This is an optimization exercise on Yosys and OpenROAD, whose aim is small area, a short achievable clock period and few clock cycles, not a production implementation. Only simulation tests tie the RTL to the original design; equivalence was not proved. Power and IR drop assume default switching activity.

Design write_batch_record_parser, start of the top module:
module write_batch_record_parser (
  input  logic                clk_i,
  input  logic                rst_ni,
  input  logic                in_valid_i,
  output logic                in_ready_o,
  input  logic [41:0]         in_data_i,
  output logic                out_valid_o,
  input  logic                out_ready_i,
  output logic [143:0]        out_data_o,
  input  logic                cfg_valid_i,
  output logic                cfg_ready_o,
  input  logic                cfg_index_i,
  input  logic [31:0]         cfg_data_i
);
For scale: ~1500 cells after synthesis, roughly 260 flip-flops, ~0.014 mm2 of cells after synthesis.
export LEC_CHECK = 0
export CAP_MARGIN = 20
export CORE_MARGIN = 2
export CORE_UTILIZATION = 60
export CTS_CLUSTER_DIAMETER = 80
export CTS_CLUSTER_SIZE = 40
export SETUP_SLACK_MARGIN = 3.8
export SLEW_MARGIN = 20
create_clock -name core_clock -period 7.0 [get_ports {clk_i}]
standard.sh (not shown) runs the stock make flow with config.mk's settings and CLKGATE_MAP_FILE= SYNTH_SCRIPT=/design/flow/synth_recipe.tcl, a recipe that flattens the netlist after the stock synthesis.
==> flow/flow/run.sh <==
#!/bin/bash
# The standard layout, with the port buffers made of buf_1 cells instead of the
# cell buffer_ports picks by itself (a delay cell four times the area).
set -euo pipefail
export BUFFER_PORTS_ARGS="-buffer_cell sky130_fd_sc_hd__buf_1"
bash standard.sh > standard.log 2>&1
Testbench counts at the start, summed over its fixed seeds: cycles 79,187.
Next try:
--- a/flow/design.v
+++ b/flow/design.v
@@ -45,26 +45,26 @@
   logic [31:0] file_q;
   logic        fzero_q, fresh_q;
   logic        hd_q, hn_q, hs_q;
   logic        sep_q;   
   logic        hd_d, hn_d, hs_d;
   logic        empty_q, single_q, behind_q;
-  logic        rip_q;     
+  logic        acc_q;
   logic        hdone_q, lpz_q, hst_q, rl_q;
   logic        b0p_q;     
   logic [7:0]  byte_q;
   logic        fe_q, dk_q;
   logic        in_fire, upd, pop, pop_done, pos_mv;
   logic        emit_data, do_finish, do_after_key, hdr_end, seq_wr, cnt_wr;
   logic [31:0] len_new, len_pf;
   logic        len_ph;
   logic        len_new_zero, len_one, grp_zero;
   logic [2:0]  code;
   assign cfg_ready_o = 1'b1;
   assign out_valid_o = ov_q;
-  assign in_ready_o  = empty_q || (out_ready_i && rip_q);
+  assign in_ready_o  = out_ready_i && acc_q;
   assign in_fire     = in_valid_i && in_ready_o;
   assign upd         = in_fire && (bf || !idle_q);
   assign pop         = out_ready_i && ov_q;
   assign rsp_d       = upd && !behind_q && (bf || hdr_end);
   assign pop_done    = out_ready_i && !hd_q && hn_q;
   assign pos_mv      = upd && !bf && !behind_q;
@@ -177,13 +177,13 @@
       sep_q    <= 1'b0;
       empty_q  <= 1'b1;
       ov_q     <= 1'b0;
       rsp_q    <= 1'b0;
       single_q <= 1'b0;
       behind_q <= 1'b0;
-      rip_q    <= 1'b0;
+      acc_q    <= 1'b1;
       hdone_q  <= 1'b0;
       lpz_q    <= 1'b1;
       hst_q    <= 1'b1;
       rl_q     <= 1'b1;
       b0p_q    <= 1'b0;
     end else begin
@@ -199,13 +199,13 @@
       hs_q     <= hs_d;
       empty_q  <= !(hd_d || hn_d || hs_d);
       ov_q     <= (hd_d || hn_d || hs_d) && !rsp_d;
       rsp_q    <= rsp_d;
       single_q <= hd_d ? !(hn_d || hs_d) : (hn_d != hs_d);
       behind_q <= hd_d && hn_d && !hs_d;
-      rip_q    <= (hd_d ? !hs_d : (hn_d != hs_d)) && !rsp_d;
+      acc_q    <= !(hd_d || hn_d || hs_d) || ((hd_d ? !hs_d : (hn_d != hs_d)) && !rsp_d);
       hdone_q  <= !hd_d && hn_d;
       lpz_q    <= hd_d || (fresh_q && !(upd && (bf || hdr_end)));
       hst_q    <= !hd_d && !hn_d;
       rl_q     <= hd_d ? !(hn_d || hs_d) : (!hn_d || !hs_d || (upd ? behind_q : sep_q));
       if (upd && bf && behind_q) b0p_q <= 1'b1;
       else if (pop_done) b0p_q <= 1'b0;
=> Sequential power increases by about 8%. Die area came out lower by 0.68%. Design area barely changes. Maximum frequency is higher by 2.1%. Sequential cell count shrinks by 1. Register-to-register slack stays flat. Sequential share of layout area fell by 0.26 points. Non-clock buffer count rises by 3. Final cell count goes up by 0.53%. Clock power grows by about 2%. Critical path depth falls by 1. Worst setup slack improves by 66 ps. Clock skew increases by 12 ps. Power goes up by 27%.
Testbench counts after the change, summed over its fixed seeds: cycles 79,187.

==> what the ideal ports hide <==
The flow's constraints put no driver on any port. The routed layouts listed below were extracted and timed again, unchanged, in two steps.
Step 1 assumes that a clkbuf_16 drives the clock port and a buf_2 every other input.
Step 2 also shifts input and output timing later by t, the mid clock arrival at the registers, as if the neighbouring blocks saw the same clock.
Three values: no drivers, after step 1, after step 2; two values: the first two.
run	t (ns)	setup slack, ns	latest minus earliest clock arrival (ns)	slew at the worst register clock pin (ns)
the first run	0.559	3.741 / 3.693 / 3.298	0.019 / 0.019	0.12 / 0.12
the second run	0.560	3.807 / 3.767 / 3.306	0.030 / 0.030	0.12 / 0.12
After both steps setup and hold are still met in every run listed. The setup slack of the second run, which loses most, moves by -0.040 ns with the drivers and by -0.501 ns with both steps.
